Background: an optimization exercise with open tools, aiming at a short achievable clock period and few clock cycles per item. Do not read the settings as production practice. The RTL was checked by simulation tests, not by an equivalence proof against the original design. Power figures rest on the tool's default switching activity, not on a simulated workload.

==> build 49: inputs <==
==> flow/design.v <==
`timescale 1ns/1ps
package mips_pkg;
    typedef logic [32-1:0] word_t;
    typedef logic [5-1:0] reg_idx_t;
    typedef enum logic [1:0] {
        ALU_ADD = 2'd0,
        ALU_SUB = 2'd1,
        ALU_OR  = 2'd2,
        ALU_LUI = 2'd3
    } alu_op_t;
    typedef enum logic [1:0] {
        WB_ALU = 2'd0,
        WB_MEM = 2'd1,
        WB_PC8 = 2'd2
    } wb_src_t;
    typedef struct packed {
        alu_op_t  alu_op;
        logic     b_is_imm;
        logic     zero_ext;
        logic     mem_we;
        logic     reg_we;
        wb_src_t  wb_src;
        reg_idx_t dest;
    } ctrl_t;
    typedef struct packed {
        word_t instr;
        word_t pc;
    } fd_t;
    typedef struct packed {
        word_t pc;
        ctrl_t ctrl;
        word_t rs_val;
        word_t rt_val;
        word_t imm32;
    } de_t;
    typedef struct packed {
        word_t pc;
        ctrl_t ctrl;
        word_t alu_res;
        word_t rt_val;
    } em_t;
    typedef struct packed {
        word_t pc;
        ctrl_t ctrl;
        word_t alu_res;
        word_t mem_rdata;
    } mw_t;
endpackage
`timescale 1ns/1ps
module mips_core (
    input  logic               clk,
    input  logic               reset,
    input  mips_pkg::word_t    i_inst_rdata,
    output mips_pkg::word_t    i_inst_addr,
    input  mips_pkg::word_t    m_data_rdata,
    output mips_pkg::word_t    m_data_addr,
    output mips_pkg::word_t    m_data_wdata,
    output mips_pkg::word_t    m_inst_addr,
    output logic [3:0]         m_data_byteen,
    output logic               w_grf_we,
    output mips_pkg::reg_idx_t w_grf_addr,
    output mips_pkg::word_t    w_grf_wdata,
    output mips_pkg::word_t    w_inst_addr
);
    function automatic logic [31:0] ks_carry(input logic [31:0] a, input logic [31:0] b,
                                             input logic cin);
        logic [31:0] g, p, gn, pn;
        g = a & b;
        p = a ^ b;
        g[0] = g[0] | (p[0] & cin);
        for (int d = 1; d < 32; d = d * 2) begin
            gn = g;
            pn = p;
            for (int i = d; i < 32; i++) begin
                gn[i] = g[i] | (p[i] & g[i-d]);
                pn[i] = p[i] & p[i-d];
            end
            g = gn;
            p = pn;
        end
        ks_carry = g;
    endfunction
    function automatic logic [31:0] ks_add(input logic [31:0] a, input logic [31:0] b,
                                           input logic cin);
        logic [31:0] c;
        c = ks_carry(a, b, cin);
        ks_add = (a ^ b) ^ {c[30:0], cin};
    endfunction
    function automatic logic [29:0] inc30(input logic [29:0] a);
        logic [29:0] c, cn;
        c = a;                   
        for (int d = 1; d < 30; d = d * 2) begin
            cn = c;
            for (int i = d; i < 30; i++) cn[i] = c[i] & c[i-d];
            c = cn;
        end
        inc30 = a ^ {c[28:0], 1'b1};
    endfunction
    logic [31:1][31:0] regs;
    logic [31:1] rvalid;                 
    logic [31:0] pc_f;
    logic [31:0] ir_d, pc_d, pc4_d;
    logic [31:0] rsv_d, rtv_d;           
    logic [31:0] a_e, b_e, c_e;          
    logic        sub_e, or_e;
    logic        we_e, ld_e, st_e, beq_e;
    logic [4:0]  dst_e;
    logic [31:0] pc_e, btgt_e;
    logic [31:0] res_m, sd_m, pc_m;
    logic        we_m, ld_m, st_m;
    logic [4:0]  dst_m;
    logic [31:0] wd_w, pc_w;
    logic        we_w;
    logic [4:0]  dst_w;
    logic [31:1] wen_w;                  
    logic [31:0] wd_out;                 
    logic [31:0] wd_x;                   
    logic        we_x;
    logic [4:0]  dst_x;
    logic [4:0]  f_rs, f_rt;
    logic [31:0] f_rsv, f_rtv;
    logic [5:0]  f_op, f_fn;
    assign f_op = i_inst_rdata[31:26];
    assign f_fn = i_inst_rdata[5:0];
    assign f_rs = i_inst_rdata[25:21];
    assign f_rt = i_inst_rdata[20:16];
    always_comb begin
        f_rsv = 32'd0;
        f_rtv = 32'd0;
        for (int i = 1; i < 32; i++) begin
            f_rsv = f_rsv | ({32{f_rs == 5'(i) && rvalid[i]}} & regs[i]);
            f_rtv = f_rtv | ({32{f_rt == 5'(i) && rvalid[i]}} & regs[i]);
        end
    end
    logic [5:0]  op, fn;
    logic [4:0]  rs, rt, rd;
    logic [15:0] imm16;
    logic        i_addu, i_subu, i_ori, i_lui, i_lw, i_sw, i_beq, i_j, i_jal;
    logic        use_rs, use_rt, d_we, d_b_imm;
    logic [4:0]  d_dst;
    logic [31:0] d_imm;
    logic [31:0] pc4_f, pc8_d, btgt_d, jtgt_d, bsum_d;
    logic        beq_same, redir_d, stall;
    assign op    = ir_d[31:26];
    assign fn    = ir_d[5:0];
    assign rs    = ir_d[25:21];
    assign rt    = ir_d[20:16];
    assign rd    = ir_d[15:11];
    assign imm16 = ir_d[15:0];
    logic kill_d;
    assign i_addu = !kill_d && (op == 6'h00) && (fn == 6'h21);
    assign i_subu = !kill_d && (op == 6'h00) && (fn == 6'h23);
    assign i_ori  = !kill_d && (op == 6'h0d);
    assign i_lui  = !kill_d && (op == 6'h0f);
    assign i_lw   = !kill_d && (op == 6'h23);
    assign i_sw   = !kill_d && (op == 6'h2b);
    assign i_beq  = !kill_d && (op == 6'h04);
    assign i_j    = !kill_d && (op == 6'h02);
    assign i_jal  = !kill_d && (op == 6'h03);
    assign beq_same = i_beq && (rs == rt);
    assign use_rs = i_addu | i_subu | i_ori | i_lw | i_sw | (i_beq & ~beq_same);
    assign use_rt = i_addu | i_subu | i_sw | (i_beq & ~beq_same);
    logic [4:0]  f_dst, dst_d;
    logic        f_we, we_d;
    logic        f_rr;
    assign f_rr  = f_op == 6'h00 && (f_fn == 6'h21 || f_fn == 6'h23);
    assign f_dst = f_rr ? i_inst_rdata[15:11] : (f_op == 6'h03 ? 5'd31 : i_inst_rdata[20:16]);
    assign f_we  = (f_rr || f_op == 6'h0d || f_op == 6'h0f || f_op == 6'h23 ||
                    f_op == 6'h03) && f_dst != 5'd0;
    assign d_dst = dst_d;
    assign d_we  = we_d && !kill_d;
    assign d_b_imm = i_ori | i_lui | i_lw | i_sw | i_jal;
    assign pc4_f  = {inc30(pc_f[31:2]), 2'b00};
    assign pc8_d  = {inc30(pc4_d[31:2]), 2'b00};
    assign bsum_d = ks_add({2'b00, pc4_d[31:2]}, {{16{imm16[15]}}, imm16}, 1'b0);
    assign btgt_d = {bsum_d[29:0], 2'b00};
    assign jtgt_d = {pc4_d[31:28], ir_d[25:0], 2'b00};
    always_comb begin
        if (i_jal)      d_imm = pc8_d;
        else if (i_lui) d_imm = {imm16, 16'h0000};
        else if (i_ori) d_imm = {16'h0000, imm16};
        else            d_imm = {{16{imm16[15]}}, imm16};
    end
    assign redir_d = i_j | i_jal | beq_same;
    logic        f_use_rs, f_use_rt, f_sp, stall_nx, stall_q;
    assign f_sp = (f_op == 6'h00) && (f_fn == 6'h21 || f_fn == 6'h23);
    assign f_use_rs = f_sp || f_op == 6'h0d || f_op == 6'h23 ||
                      f_op == 6'h2b || (f_op == 6'h04 && f_rs != f_rt);
    assign f_use_rt = f_sp || f_op == 6'h2b || (f_op == 6'h04 && f_rs != f_rt);
    assign stall_nx = i_lw && d_we && !stall && !taken_e &&
                      ((f_use_rs && f_rs == rt) || (f_use_rt && f_rt == rt));
    assign stall = stall_q;
    logic        me_rs, mm_rs, mw_rs, mx_rs, me_rt, mm_rt, mw_rt, mx_rt;
    logic [4:0]  n_rs, n_rt;
    assign n_rs = stall ? rs : f_rs;
    assign n_rt = stall ? rt : f_rt;
    always_ff @(posedge clk) begin
        if (reset) begin
            me_rs <= 1'b0; mm_rs <= 1'b0; mw_rs <= 1'b0; mx_rs <= 1'b0;
            me_rt <= 1'b0; mm_rt <= 1'b0; mw_rt <= 1'b0; mx_rt <= 1'b0;
        end else begin
            me_rs <= !stall && d_we && d_dst == n_rs;
            mm_rs <= we_e && dst_e == n_rs;
            mw_rs <= we_m && dst_m == n_rs;
            mx_rs <= we_w && dst_w == n_rs;
            me_rt <= !stall && d_we && d_dst == n_rt;
            mm_rt <= we_e && dst_e == n_rt;
            mw_rt <= we_m && dst_m == n_rt;
            mx_rt <= we_w && dst_w == n_rt;
        end
    end
    logic [31:0] mres, rs_oth, rt_oth;
    assign mres = ld_m ? m_data_rdata : res_m;
    always_comb begin
        if (mm_rs)      rs_oth = mres;
        else if (mw_rs) rs_oth = wd_w;
        else if (mx_rs) rs_oth = wd_x;
        else            rs_oth = rsv_d;
        if (mm_rt)      rt_oth = mres;
        else if (mw_rt) rt_oth = wd_w;
        else if (mx_rt) rt_oth = wd_x;
        else            rt_oth = rtv_d;
    end
    logic fa_e, fb_e;
    assign fa_e = me_rs;
    assign fb_e = me_rt;
    logic [31:0] sum_e, or_res, alu_res;
    logic        taken_e;
    logic [31:0] p_e, cy_e, cin_e;
    assign p_e     = a_e ^ b_e;
    assign cy_e    = ks_carry(a_e, b_e, 1'b0);
    assign cin_e   = {cy_e[30:0], 1'b0};
    assign sum_e   = (p_e ^ {32{sub_e}}) ^ cin_e;
    assign or_res  = a_e | b_e;
    assign alu_res = or_e ? or_res : sum_e;
    assign taken_e = beq_e && (a_e == b_e);
    logic [31:0] a_oth, b_oth;
    logic        sa_sum, sa_or, sb_sum, sb_or, sc_sum, sc_or;
    logic [31:0] a_nx, b_nx, c_nx;
    assign a_oth = use_rs ? (rs_oth ^ {32{i_subu}}) : 32'd0;
    assign b_oth = d_b_imm ? d_imm : rt_oth;
    logic [31:0] sum_a, or_a;
    assign sum_a = (p_e ^ {32{sub_e ^ i_subu}}) ^ cin_e;
    assign or_a  = or_res ^ {32{i_subu}};
    assign sa_sum = use_rs && fa_e && !or_e;
    assign sa_or  = use_rs && fa_e && or_e;
    assign sb_sum = !d_b_imm && fb_e && !or_e;
    assign sb_or  = !d_b_imm && fb_e && or_e;
    assign sc_sum = fb_e && !or_e;
    assign sc_or  = fb_e && or_e;
    assign a_nx = ({32{sa_sum}} & sum_a) | ({32{sa_or}} & or_a) |
                  ({32{!(sa_sum || sa_or)}} & a_oth);
    assign b_nx = ({32{sb_sum}} & sum_e) | ({32{sb_or}} & or_res) |
                  ({32{!(sb_sum || sb_or)}} & b_oth);
    assign c_nx = ({32{sc_sum}} & sum_e) | ({32{sc_or}} & or_res) |
                  ({32{!(sc_sum || sc_or)}} & rt_oth);
    always_ff @(posedge clk) begin
        if (reset) begin
            pc_f <= 32'h0000_3000;
        end else if (taken_e) begin
            pc_f <= btgt_e;
        end else if (!stall) begin
            pc_f <= redir_d ? (i_beq ? btgt_d : jtgt_d) : pc4_f;
        end
    end
    always_ff @(posedge clk) begin
        if (reset) stall_q <= 1'b0;
        else       stall_q <= stall_nx;
    end
    always_ff @(posedge clk) begin
        if (reset) kill_d <= 1'b0;
        else       kill_d <= taken_e;
    end
    always_ff @(posedge clk) begin
        if (reset) begin
            ir_d <= 32'd0;
            we_d <= 1'b0;
        end else if (!stall) begin
            ir_d <= i_inst_rdata;
            we_d <= f_we;
        end
    end
    always_ff @(posedge clk) begin
        if (stall) begin
            rsv_d <= rs_oth;
            rtv_d <= rt_oth;
        end else begin
            rsv_d <= f_rsv;
            rtv_d <= f_rtv;
            pc_d  <= pc_f;
            pc4_d <= pc4_f;
            dst_d <= f_dst;
        end
    end
    always_ff @(posedge clk) begin
        if (reset || stall) begin
            we_e <= 1'b0; ld_e <= 1'b0; st_e <= 1'b0; beq_e <= 1'b0;
        end else begin
            we_e  <= d_we;
            ld_e  <= i_lw;
            st_e  <= i_sw;
            beq_e <= i_beq & ~beq_same;
        end
    end
    always_ff @(posedge clk) begin
        sub_e  <= i_subu;
        or_e   <= i_ori | i_lui | i_jal;
        dst_e  <= d_dst;
        a_e    <= a_nx;
        b_e    <= b_nx;
        c_e    <= c_nx;
        pc_e   <= pc_d;
        btgt_e <= btgt_d;
    end
    always_ff @(posedge clk) begin
        if (reset) begin
            we_m <= 1'b0; ld_m <= 1'b0; st_m <= 1'b0;
        end else begin
            we_m <= we_e;
            ld_m <= ld_e;
            st_m <= st_e;
        end
    end
    always_ff @(posedge clk) begin
        res_m <= alu_res;
        sd_m  <= c_e;
        pc_m  <= pc_e;
        dst_m <= dst_e;
    end
    always_ff @(posedge clk) begin
        if (reset) begin
            we_w  <= 1'b0;
            we_x  <= 1'b0;
            wen_w <= 31'd0;
        end else begin
            we_w <= we_m;
            we_x <= we_w;
            for (int i = 1; i < 32; i++) wen_w[i] <= we_m && dst_m == 5'(i);
        end
    end
    always_ff @(posedge clk) begin
        if (we_m) wd_out <= mres;
    end
    always_ff @(posedge clk) begin
        wd_w  <= mres;
        pc_w  <= pc_m;
        dst_w <= dst_m;
        wd_x  <= wd_w;
        dst_x <= dst_w;
    end
    always_ff @(posedge clk) begin
        if (reset) rvalid <= 31'd0;
        else       rvalid <= rvalid | wen_w;
    end
    always_ff @(posedge clk) begin
        for (int i = 1; i < 32; i++) if (wen_w[i]) regs[i] <= wd_w;
    end
    assign i_inst_addr   = pc_f;
    assign m_data_addr   = res_m;
    assign m_data_wdata  = sd_m;
    assign m_inst_addr   = pc_m;
    assign m_data_byteen = {4{st_m}};
    assign w_grf_we      = we_w;
    assign w_grf_addr    = dst_w;
    assign w_grf_wdata   = wd_out;
    assign w_inst_addr   = pc_w;
endmodule
==> flow/run.sh <==
#!/bin/bash
# synth_recipe.tcl (not shown) runs the flow's synth.tcl, then flattens the netlist and writes it again
# the make line also repeats each setting of config.mk as NAME=value (left out here)
make -C /OpenROAD-flow-scripts/flow DESIGN_CONFIG=/design/flow/config.mk WORK_HOME=/design/flow/orfs CLKGATE_MAP_FILE= SYNTH_SCRIPT=/design/flow/synth_recipe.tcl finish
==> flow/config.mk <==
export PLATFORM = sky130hd
export DESIGN_NAME = mips_core
export DESIGN_NICKNAME = mips_core
export VERILOG_FILES = /design/flow/design.v
export SDC_FILE = /design/flow/constraint.sdc
export NUM_CORES = 4
export LEC_CHECK = 0
export CAP_MARGIN = 20
export CORE_MARGIN = 2
export CORE_UTILIZATION = 40
export SETUP_SLACK_MARGIN = 4.3
export SLEW_MARGIN = 20
export TNS_END_PERCENT = 100
==> flow/constraint.sdc <==
create_clock -name core_clock -period 7.0 [get_ports {clk}]
set_input_delay 1.4000 -clock core_clock [delete_from_list [all_inputs] [get_ports {clk}]]
set_output_delay 1.4000 -clock core_clock [all_outputs]
set_load 0.01 [all_outputs]
==> trial 50: changes against build 49 <==
--- a/flow/design.v
+++ b/flow/design.v
@@ -125,12 +125,13 @@
     assign f_rs = i_inst_rdata[25:21];
     assign f_rt = i_inst_rdata[20:16];
+    logic [31:0] regs_rd [0:31];
+    logic [31:0] rvalid_rd;
     always_comb begin
-        f_rsv = 32'd0;
-        f_rtv = 32'd0;
-        for (int i = 1; i < 32; i++) begin
-            f_rsv = f_rsv | ({32{f_rs == 5'(i) && rvalid[i]}} & regs[i]);
-            f_rtv = f_rtv | ({32{f_rt == 5'(i) && rvalid[i]}} & regs[i]);
-        end
+        regs_rd[0] = 32'd0;
+        for (int i = 1; i < 32; i++) regs_rd[i] = regs[i];
     end
+    assign rvalid_rd = {rvalid, 1'b0};
+    assign f_rsv = rvalid_rd[f_rs] ? regs_rd[f_rs] : 32'd0;
+    assign f_rtv = rvalid_rd[f_rt] ? regs_rd[f_rt] : 32'd0;
     logic [5:0]  op, fn;
     logic [4:0]  rs, rt, rd;
CELL_PAD_IN_SITES_DETAIL_PLACEMENT = 1   (was not set)
CORE_UTILIZATION = 32   (was 40)
CTS_CLUSTER_DIAMETER = 80   (was not set)
CTS_CLUSTER_SIZE = 25   (was not set)
PLACE_DENSITY = 0.45   (was not set)
SETUP_SLACK_MARGIN = 4.2   (was 4.3)
==> qor summary <==
metric	trial 50	build 49
Status	timing/DRC/antenna clean	timing/DRC/antenna clean
Share of the core filled with cells	41.0%	51.5%
Sequential-cell power consumption	10600 uW	10700 uW
Total internal power	14200 uW	16300 uW
Delay contributed by the slowest stage of the critical path	0.44 ns	0.41 ns
Std-Cell Rows	171	152
First-pass GRT wire length	501 mm	456 mm
Die height	471 um	419 um
Fraction of synthesized area in multiplexers	3.21%	2.47%
Power per cell area	216 nW/um^2	236 nW/um^2
Final Critical Period	3.19 ns	3.24 ns
Worst clock skew	0.0529 ns	0.0369 ns
Clock latency reported for the late side of the worst-skew pair	0.86 ns	0.85 ns
FMAX	0.313 GHz	0.308 GHz
Buffers & Inverters on Critical Path	4	3
GPL Wtd Cong	0.945	1.00
Total power draw	19200 uW	20900 uW
Portion of total power attributed to combinational logic	6.8%	3.6%
Testbench counts of build 49, summed over its fixed seeds: cycles 50,224, instructions 48,581.
Testbench counts of trial 50, summed over its fixed seeds: cycles 50,224, instructions 48,581.

separate check: timing with driven ports:
Ports are ideal in the flow. The routed layouts listed here were re-timed in OpenROAD. Step 1 (the two cells are an assumption about what drives the block):
set clk [get_ports {clk}]
set_driving_cell -lib_cell sky130_fd_sc_hd__clkbuf_16 $clk
set_driving_cell -lib_cell sky130_fd_sc_hd__buf_2 [delete_from_list [all_inputs] $clk]
Step 2 also shifts input and output timing later by t, the mid clock arrival at the registers, as if the neighbouring blocks saw the same clock. a / b / c = no drivers / after step 1 / after step 2; a / b = the first two.
| run | t (ns) | setup WS [ns] | worst slew at a driven data input, ns |
|---|---|---|---|
| build 49 | 0.937 | 3.756 / 3.756 / 2.995 | 0.06 |
| trial 50 | 0.912 | 3.806 / 3.806 / 3.137 | 0.08 |
After both steps every run listed still meets setup and hold. The setup slack of build 49, which loses most, moves by 0.000 ns with the drivers and by -0.761 ns with both steps.
